Source: an optimization exercise on an open RTL-to-GDS flow (aim: small area). Production flows keep margins and buffers that such runs may drop.
Function was checked by simulation only, so behaviour that the tests miss may differ from the original.
No activity file was given, so power comes from the tool's default toggle rates.

==> flow/design.v <==
`timescale 1ns/1ps
package iq_pkg;
	typedef logic [31:0] pc_t;
	typedef logic [31:0] instr_t;
	typedef logic [4:0]  reg_idx_t;
	typedef logic [6:0]  opcode_t;
	typedef logic [1:0]  slot_count_t;
	typedef logic [2:0]  op_class_t;
	localparam op_class_t OP_ALU    = 3'd0;
	localparam op_class_t OP_LOAD   = 3'd1;
	localparam op_class_t OP_STORE  = 3'd2;
	localparam op_class_t OP_BRANCH = 3'd3;
	localparam op_class_t OP_JUMP   = 3'd4;
	localparam op_class_t OP_SYS    = 3'd5;
	localparam opcode_t OPC_LUI    = 7'b0110111;
	localparam opcode_t OPC_AUIPC  = 7'b0010111;
	localparam opcode_t OPC_JAL    = 7'b1101111;
	localparam opcode_t OPC_JALR   = 7'b1100111;
	localparam opcode_t OPC_BRANCH = 7'b1100011;
	localparam opcode_t OPC_LOAD   = 7'b0000011;
	localparam opcode_t OPC_STORE  = 7'b0100011;
	localparam opcode_t OPC_OP_IMM = 7'b0010011;
	localparam opcode_t OPC_OP     = 7'b0110011;
	typedef struct packed {
		pc_t       pc;
		instr_t    instr;
		op_class_t op_class;
		reg_idx_t  rd;
		reg_idx_t  rs1;
		reg_idx_t  rs2;
	} iq_entry_t;
	localparam int IQ_DEPTH_DEFAULT = 16;
	localparam pc_t PC_STEP = 32'd4;
endpackage
`timescale 1ns/1ps
module fetch_predecode (
	input  logic                  clk,
	input  logic                  rst_n,
	input  logic                  flush,
	input  logic                  in_valid,
	output logic                  in_ready,
	input  iq_pkg::pc_t           in_pc,
	input  iq_pkg::instr_t        in_instr0,
	input  iq_pkg::instr_t        in_instr1,
	input  iq_pkg::slot_count_t   in_count,
	output logic                  bundle_valid,
	input  logic                  bundle_ready,
	output iq_pkg::slot_count_t   bundle_count,
	output iq_pkg::iq_entry_t     bundle_e0,
	output iq_pkg::iq_entry_t     bundle_e1
);
	logic        valid_q;
	iq_pkg::slot_count_t count_q;
	iq_pkg::iq_entry_t   e0_q;
	iq_pkg::iq_entry_t   e1_q;
	function automatic iq_pkg::iq_entry_t decode(input iq_pkg::pc_t pc, input iq_pkg::instr_t instr);
		iq_pkg::iq_entry_t e;
		e.pc       = pc;
		e.instr    = instr;
		e.op_class = iq_pkg::OP_SYS;
		e.rd       = instr[11:7];
		e.rs1      = instr[19:15];
		e.rs2      = '0;
		case (instr[6:0])
			iq_pkg::OPC_OP: begin
				e.op_class = iq_pkg::OP_ALU;
				e.rs2      = instr[24:20];
			end
			iq_pkg::OPC_OP_IMM: e.op_class = iq_pkg::OP_ALU;
			iq_pkg::OPC_LUI, iq_pkg::OPC_AUIPC: begin
				e.op_class = iq_pkg::OP_ALU;
				e.rs1      = '0;
			end
			iq_pkg::OPC_LOAD: e.op_class = iq_pkg::OP_LOAD;
			iq_pkg::OPC_STORE: begin
				e.op_class = iq_pkg::OP_STORE;
				e.rd       = '0;
				e.rs2      = instr[24:20];
			end
			iq_pkg::OPC_BRANCH: begin
				e.op_class = iq_pkg::OP_BRANCH;
				e.rd       = '0;
				e.rs2      = instr[24:20];
			end
			iq_pkg::OPC_JAL: begin
				e.op_class = iq_pkg::OP_JUMP;
				e.rs1      = '0;
			end
			iq_pkg::OPC_JALR: e.op_class = iq_pkg::OP_JUMP;
			default: e.op_class = iq_pkg::OP_SYS;
		endcase
		decode = e;
	endfunction
	assign in_ready = !valid_q || bundle_ready;
	always_ff @(posedge clk) begin
		if (!rst_n || flush) begin
			valid_q <= 1'b0;
		end else if (in_ready) begin
			valid_q <= in_valid;
		end
	end
	always_ff @(posedge clk) begin
		if (in_valid && in_ready) begin
			count_q <= in_count;
			e0_q    <= decode(in_pc, in_instr0);
			e1_q    <= decode(in_pc + iq_pkg::PC_STEP, in_instr1);
		end
	end
	assign bundle_valid = valid_q;
	assign bundle_count = count_q;
	assign bundle_e0    = e0_q;
	assign bundle_e1    = e1_q;
endmodule
`timescale 1ns/1ps
module inst_queue #(
	parameter int depth = iq_pkg::IQ_DEPTH_DEFAULT
) (
	input  logic                         clk,
	input  logic                         rst_n,
	input  logic                         flush,
	input  logic                         enq_valid,
	output logic                         enq_ready,
	input  iq_pkg::slot_count_t          enq_count,
	input  iq_pkg::iq_entry_t            enq_e0,
	input  iq_pkg::iq_entry_t            enq_e1,
	output iq_pkg::iq_entry_t            head0,
	output iq_pkg::iq_entry_t            head1,
	output iq_pkg::slot_count_t          head_avail,
	input  iq_pkg::slot_count_t          head_take,
	output logic [$clog2(depth + 1)-1:0] occupancy
);
	localparam int ptr_w = (depth > 1) ? $clog2(depth) : 1;
	localparam int cnt_w = $clog2(depth + 1);
	typedef logic [ptr_w-1:0] ptr_t;
	typedef logic [cnt_w-1:0] cnt_t;
	logic [81:0] mem [0:depth-1];
	ptr_t        rd_ptr;
	ptr_t        wr_ptr;
	cnt_t        count_q;
	cnt_t        free_slots;
	logic        enq_fire;
	iq_pkg::slot_count_t enq_n;
	function automatic ptr_t ptr_add(input ptr_t p, input iq_pkg::slot_count_t n);
		logic [ptr_w:0] sum;
		sum = {1'b0, p} + (ptr_w + 1)'(n);
		if (sum >= (ptr_w + 1)'(depth)) begin
			sum = sum - (ptr_w + 1)'(depth);
		end
		ptr_add = sum[ptr_w-1:0];
	endfunction
	assign free_slots = cnt_t'(depth) - count_q;
	assign enq_ready = free_slots >= cnt_t'(enq_count);
	assign enq_fire = enq_valid && enq_ready;
	assign enq_n    = enq_fire ? enq_count : 2'd0;
	always_ff @(posedge clk) begin
		if (!rst_n || flush) begin
			rd_ptr  <= '0;
			wr_ptr  <= '0;
			count_q <= '0;
		end else begin
			wr_ptr  <= ptr_add(wr_ptr, enq_n);
			rd_ptr  <= ptr_add(rd_ptr, head_take);
			count_q <= count_q + cnt_t'(enq_n) - cnt_t'(head_take);
		end
	end
	always_ff @(posedge clk) begin
		if (enq_fire) begin
			mem[wr_ptr] <= enq_e0;
			if (enq_count == 2'd2) begin
				mem[ptr_add(wr_ptr, 2'd1)] <= enq_e1;
			end
		end
	end
	assign head0 = mem[rd_ptr];
	assign head1 = mem[ptr_add(rd_ptr, 2'd1)];
	always_comb begin
		if (count_q >= cnt_t'(2)) begin
			head_avail = 2'd2;
		end else begin
			head_avail = iq_pkg::slot_count_t'(count_q);
		end
	end
	assign occupancy = count_q;
endmodule
`timescale 1ns/1ps
module issue_pairing (
	input  logic                clk,
	input  logic                rst_n,
	input  logic                flush,
	input  iq_pkg::iq_entry_t   head0,
	input  iq_pkg::iq_entry_t   head1,
	input  iq_pkg::slot_count_t head_avail,
	output iq_pkg::slot_count_t head_take,
	output logic                out_valid,
	input  logic                out_ready,
	output iq_pkg::slot_count_t out_count,
	output iq_pkg::pc_t         out_pc0,
	output iq_pkg::pc_t         out_pc1,
	output iq_pkg::instr_t      out_instr0,
	output iq_pkg::instr_t      out_instr1
);
	logic        valid_q;
	logic        can_load;
	logic        h0_ctrl;
	logic        h0_mem;
	logic        h1_mem;
	logic        raw_dep;
	logic        pair_ok;
	iq_pkg::slot_count_t take_n;
	assign can_load = !valid_q || out_ready;
	assign h0_ctrl = head0.op_class == iq_pkg::OP_BRANCH || head0.op_class == iq_pkg::OP_JUMP;
	assign h0_mem  = head0.op_class == iq_pkg::OP_LOAD || head0.op_class == iq_pkg::OP_STORE;
	assign h1_mem  = head1.op_class == iq_pkg::OP_LOAD || head1.op_class == iq_pkg::OP_STORE;
	assign raw_dep = (head0.rd != '0) &&
		(head0.rd == head1.rs1 || head0.rd == head1.rs2);
	assign pair_ok = (head_avail == 2'd2) && !h0_ctrl && !raw_dep && !(h0_mem && h1_mem);
	always_comb begin
		take_n = 2'd0;
		if (can_load && head_avail != 2'd0) begin
			take_n = pair_ok ? 2'd2 : 2'd1;
		end
	end
	assign head_take = take_n;
	always_ff @(posedge clk) begin
		if (!rst_n || flush) begin
			valid_q <= 1'b0;
		end else if (can_load) begin
			valid_q <= head_avail != 2'd0;
		end
	end
	always_ff @(posedge clk) begin
		if (take_n != 2'd0) begin
			out_count  <= take_n;
			out_pc0    <= head0.pc;
			out_instr0 <= head0.instr;
			out_pc1    <= pair_ok ? head1.pc : '0;
			out_instr1 <= pair_ok ? head1.instr : '0;
		end
	end
	assign out_valid = valid_q;
endmodule
`timescale 1ns/1ps
module iq_frontend_top #(
	parameter int depth = iq_pkg::IQ_DEPTH_DEFAULT
) (
	input  logic                         clk,
	input  logic                         rst_n,
	input  logic                         flush,
	input  logic                         in_valid,
	output logic                         in_ready,
	input  iq_pkg::pc_t                  in_pc,
	input  iq_pkg::instr_t               in_instr0,
	input  iq_pkg::instr_t               in_instr1,
	input  iq_pkg::slot_count_t          in_count,
	output logic                         out_valid,
	input  logic                         out_ready,
	output iq_pkg::slot_count_t          out_count,
	output iq_pkg::pc_t                  out_pc0,
	output iq_pkg::instr_t               out_instr0,
	output iq_pkg::pc_t                  out_pc1,
	output iq_pkg::instr_t               out_instr1,
	output logic [$clog2(depth + 1)-1:0] occupancy
);
	logic        bundle_valid;
	logic        bundle_ready;
	iq_pkg::slot_count_t bundle_count;
	iq_pkg::iq_entry_t   bundle_e0;
	iq_pkg::iq_entry_t   bundle_e1;
	iq_pkg::iq_entry_t   head0;
	iq_pkg::iq_entry_t   head1;
	iq_pkg::slot_count_t head_avail;
	iq_pkg::slot_count_t head_take;
	fetch_predecode u_predecode (
		.clk          (clk),
		.rst_n        (rst_n),
		.flush        (flush),
		.in_valid     (in_valid),
		.in_ready     (in_ready),
		.in_pc        (in_pc),
		.in_instr0    (in_instr0),
		.in_instr1    (in_instr1),
		.in_count     (in_count),
		.bundle_valid (bundle_valid),
		.bundle_ready (bundle_ready),
		.bundle_count (bundle_count),
		.bundle_e0    (bundle_e0),
		.bundle_e1    (bundle_e1)
	);
	inst_queue #(
		.depth (depth)
	) u_queue (
		.clk        (clk),
		.rst_n      (rst_n),
		.flush      (flush),
		.enq_valid  (bundle_valid),
		.enq_ready  (bundle_ready),
		.enq_count  (bundle_count),
		.enq_e0     (bundle_e0),
		.enq_e1     (bundle_e1),
		.head0      (head0),
		.head1      (head1),
		.head_avail (head_avail),
		.head_take  (head_take),
		.occupancy  (occupancy)
	);
	issue_pairing u_pairing (
		.clk        (clk),
		.rst_n      (rst_n),
		.flush      (flush),
		.head0      (head0),
		.head1      (head1),
		.head_avail (head_avail),
		.head_take  (head_take),
		.out_valid  (out_valid),
		.out_ready  (out_ready),
		.out_count  (out_count),
		.out_pc0    (out_pc0),
		.out_pc1    (out_pc1),
		.out_instr0 (out_instr0),
		.out_instr1 (out_instr1)
	);
endmodule
==> flow/run.sh <==
#!/bin/bash
# synth_recipe.tcl (not shown) runs the flow's synth.tcl, then flattens the netlist and writes it again
# the make line also repeats each setting of config.mk as NAME=value (left out here)
make -C /OpenROAD-flow-scripts/flow DESIGN_CONFIG=/design/flow/config.mk WORK_HOME=/design/flow/orfs CLKGATE_MAP_FILE= SYNTH_SCRIPT=/design/flow/synth_recipe.tcl finish
==> flow/config.mk <==
export PLATFORM = sky130hd
export DESIGN_NAME = iq_frontend_top
export DESIGN_NICKNAME = iq_frontend_top
export VERILOG_FILES = /design/flow/design.v
export SDC_FILE = /design/flow/constraint.sdc
export NUM_CORES = 4
export LEC_CHECK = 0
export CAP_MARGIN = 20
export CORE_MARGIN = 2
export CORE_UTILIZATION = 40
export SLEW_MARGIN = 20
==> flow/constraint.sdc <==
create_clock -name core_clock -period 10.0 [get_ports {clk}]
set_input_delay 2.0000 -clock core_clock [delete_from_list [all_inputs] [get_ports {clk}]]
set_output_delay 2.0000 -clock core_clock [all_outputs]
set_load 0.01 [all_outputs]
==> impl_metrics.csv <==
group,metric,value,unit
synth,ys_ff_latch,1621,
clock_tree,postCtsSetupBuffers,0,
clock_tree,cts_hold_buf,0,
hold_path,min-delay-start,"u_pairing.valid_q$_SDFFE_PP0N_",
global_route,antenna_found_initial,30,
clock_tree,cts_resized,0,
clock_tree,clkTransAtPathRegs,0.06,ns
cells_and_area,regArea,48500,sq um
drt,drt_first_iter_violations,5264,
drt,ant_nets,0,
drt,drtPass1Iterations,5,
clock_tree,cts_tree,"done",
floorplan,fp.dieW,466,um
worst_setup_path,arrival,6.71,ns
timing,finalSetupViolCount,0,
clock_tree,h-tree-depth,4,
worst_setup_path,critPathLaunch,"u_queue.rd_ptr[0]$_SDFF_PP0_",
synth,netlist_area,85200,sq um
synth,synthTopCellsByArea,"edfxtp_1 57%, mux2_2 17%, mux4_2 12%",
worst_setup_path,crit_type,"reg2reg",
worst_setup_path,crit_path_end_kind,"register",
drt,wl_per_cell,34.4,um
global_route,track_usage,25.4,%
cells_and_area,multiInputGateArea,34600,sq um
worst_setup_path,crit_path_end,"u_queue.count_q[4]$_SDFF_PP0_",
cells_and_area,nFillCells,18500,
synth,synth.distinct_cells,50,
floorplan,num_rows,169,
clock_tree,clk_latency,0.86,ns
clock_tree,cts_buffers,183,
timing,fmaxAchievable,167,MHz
placed_design,port_buffers,239,
placed_design,placed_area,90300,sq um
synth,yosysTopAreaCell,"edfxtp_1",
global_route,grt_first_pass_wirelength,394,mm
worst_setup_path,r2r_cells,17,
synth,syn_avg_cell_area,16.5,sq um
worst_setup_path,cp.required,10.74,ns
worst_setup_path,cpPeakStageDelay,0.80,ns
synth,yosys_warnings,3,
global_route,met2_usage,42.3,%
synth,mappedNetlistNets,5275,
global_route,grt_max_degree,143,
floorplan,dieArea,217000,sq um
timing,hold_viol_final,0,
timing,rsz0062_at_grt,"false",
floorplan,die_h,466,um
power,total_power,0.0222,W
drt,drt-total-wl,278,mm
timing,tns,0,ns
worst_setup_path,critPathTopFamily,"adder cells",
cells_and_area,final_area,95900,sq um
worst_setup_path,startpoint_type,"register",
global_route,grt_busiest_layer,"met2",
power,ir_drop,393,uV
floorplan,start_util,40.2,%
power,powerDensity,231,nW/um^2
floorplan,io-pin-count,240,
worst_setup_path,rrSetupSlack,4.03,ns
cells_and_area,final_layout_size_suffix_gt1_share,41.3,%
worst_setup_path,crit_chain,"ha_4, buf_12, mux4_2, a21oi_1, o2111ai_1, o21ai_0, nor3_1, maj3_1, o2111ai_4, nor2_1, fa_1, inv_1, fa_1, a21oi_1, nor2_1, or3_1, a21oi_1",
global_route,use_met3,3.50,%
status,status,"timing/DRC/antenna clean",
job,maxCapViolations,0,
clock_tree,clockBufferDepth,3,
global_route,overflow,0,
global_route,grt_pass1_vias,51300,
synth,synth_ff_type,"edfxtp_1",
placed_design,post-dp-hpwl,143,mm
drt,routed_via_density,6.30,
synth,synth_top_area_share,56.6,%
cells_and_area,nets,5236,
worst_setup_path,r2r-end,"u_queue.count_q[4]$_SDFF_PP0_",
timing,fin_skew,0.0527,ns
worst_setup_path,worstPathMaxFanout,115,
cells_and_area,area_growth,12.5,%
hold_path,worstHoldPathType,"reg2reg",
placed_design,gp_congestion,0.779,
synth,synth-edff-count,1606,
worst_setup_path,worstReg2RegStart,"u_queue.rd_ptr[0]$_SDFF_PP0_",
drt,drc_errors,0,
synth,ys_seq_area_share,56.9,%
timing,fin_crit_sh,59.7,%
clock_tree,clock-sinks,1621,
synth,async_flop_share,0,%
timing,worstMarginPinSlew,1.22,ns
worst_setup_path,cp.depth,17,
worst_setup_path,crit_slowest_cell,"dfxtp_4",
timing,final_max_slew_viol_count,0,
global_route,met1_usage,33.7,%
power,p_leak,29.5,nW
timing,period_needed,5.97,ns
floorplan,core-area,212000,sq um
worst_setup_path,crit_buf_inv,2,
clock_tree,root_buffer,"clkbuf_16",
worst_setup_path,crit_top_cell,"a21oi_1",
drt,vias,50900,
synth,postSynthCellCount,5150,
timing,relSlewSlack,18.4,%
flip-flops by register name (all words and copies together) (netlist names):
register,count
u_pairing.out_count,2
u_pairing.out_instr0,32
u_pairing.out_instr1,32
u_pairing.out_pc0,32
u_pairing.out_pc1,32
u_pairing.valid_q,1
u_predecode.count_q,2
u_predecode.e0_q,80
u_predecode.e1_q,82
u_predecode.valid_q,1
u_queue.count_q,5
u_queue.mem,1312
u_queue.rd_ptr,4
u_queue.wr_ptr,4
final cells by class:
type	count	share of cell area, %
flip-flops and latches	1621	50.6
inverters	30	0.125
well taps	2821	3.68
multi-input cells	2939	36.1
clock inverters	95	0.706
clock buffers	228	5.04
repair buffers	336	3.63
diodes	20	0.0522
stage by stage:
stage	setup slack (ns)	hold WS, ns	util (%)	cells
3_3_place_gp	3.96	0.501	42.6	7744
2_1_floorplan	3.05	0.513	-	5150
4_1_cts	3.97	0.516	45.2	8069
3_5_place_dp	3.99	0.509	42.6	7746
5_1_grt	3.75	0.556	45.2	8082
6_report	4.03	0.518	45.2	8090
cell usage after synthesis, types with 10 or more instances:
| cell | instances |
|---|---|
| a211oi_1 | 90 |
| a211oi_2 | 39 |
| a21oi_1 | 16 |
| a221oi_1 | 133 |
| a22oi_1 | 76 |
| and2_1 | 31 |
| buf_1 | 92 |
| buf_2 | 78 |
| clkbuf_1 | 374 |
| dfxtp_1 | 15 |
| edfxtp_1 | 1606 |
| ha_1 | 18 |
| inv_1 | 30 |
| mux2_2 | 1282 |
| mux2i_1 | 333 |
| mux4_2 | 470 |
| nand2_1 | 99 |
| nand3_1 | 15 |
| nand4_1 | 11 |
| nor2_1 | 52 |
| nor2b_1 | 84 |
| nor3_1 | 10 |
| o21ai_0 | 73 |
| xnor2_1 | 31 |
| xor2_1 | 16 |
worst min-delay path by stage:
| stage | end | slack [ns] | cells past startpoint |
|---|---|---|---|
| floorplan | u_pairing.valid_q$_SDFFE_PP0N_ | 0.51 | 2 |
| CTS | u_pairing.valid_q$_SDFFE_PP0N_ | 0.52 | 2 |
| finish | u_pairing.valid_q$_SDFFE_PP0N_ | 0.52 | 2 |
| global route | u_pairing.valid_q$_SDFFE_PP0N_ | 0.56 | 2 |
| global placement | u_pairing.valid_q$_SDFFE_PP0N_ | 0.50 | 2 |
| detailed placement | u_pairing.valid_q$_SDFFE_PP0N_ | 0.51 | 2 |
cell usage in the layout, fill, tap and decap left out, types with 24 or more instances in the layout:
cell                n
nand2_1            99
mux2_2           1282
clkbuf_1           41
buf_4              69
a221oi_1          133
clkbuf_16         187
edfxtp_1         1606
xnor2_1            30
mux4_2            470
nor2b_1            83
nor2_1             24
o21ai_0            73
clkinv_2           24
nor2_4             28
inv_1              28
clkdlybuf4s50_1   239
clkinv_1           52
a211oi_1           90
a211oi_2           39
and2_1             30
a22oi_1            76
mux2i_1           333
buf_12             25
routing by layer:
layer | vias up | part of all wire, % | wire length [um]
li1 | 20900 | - | -
met1 | 27300 | 41 | 113000
met2 | 2272 | 49 | 137000
met3 | 488 | 6.5 | 18000
met4 | 4 | 3.8 | 10600
met5 | - | 0.0097 | 27
tightest hold or removal path: stages (launching register included):
cell and delay [ns]:
dfxtp_1 0.31, nand2b_1 0.10, a21oi_1 0.07
kinds of logic after synthesis:
kind of cell | count (synthesis) | synth area share, %
XOR/XNOR | 48 | 0.502
AND/OR/NAND/NOR | 333 | 1.98
multiplexers | 2085 | 33.3
flip-flops | 1621 | 56.9
buffers and inverters | 590 | 2.82
AO/OA/AOI/OAI | 450 | 4.12
adder cells (fa/ha/maj) | 23 | 0.370
power by group:
group | internal, W | switching, W | total (W)
logic | 0.00344 | 0.00367 | 0.00711
registers | 0.00818 | 0.000500 | 0.00868
clock network | 0.00354 | 0.00284 | 0.00638
total | 0.0152 | 0.00701 | 0.0222

## separate check: timing with driven ports
No port has a modelled driver above. Below, the same layout with a new extraction and two added sets of constraints.
Step 1 (the two cells are an assumption about what drives the block):
set clk [get_ports {clk}]
set_driving_cell -lib_cell sky130_fd_sc_hd__clkbuf_16 $clk
set_driving_cell -lib_cell sky130_fd_sc_hd__buf_2 [delete_from_list [all_inputs] $clk]
Step 2, shift: input delay + t, output delay - t, t = (earliest + latest rising clock arrival at the registers) / 2. This alone moves slack from input paths to output paths.
a / b / c = no drivers / after step 1 / after step 2; a / b = the first two.
t (ns): 0.921
slack for setup (ns): 4.029 / 4.029 / 4.029
clock arrival spread, ns: 0.053 / 0.053
worst slew at a driven data input, ns: 0.17
cell pins on the clock port's net: 1
After both steps setup and hold are still met in this run. The setup slack of this run moves by 0.000 ns with the drivers and by 0.000 ns with both steps.
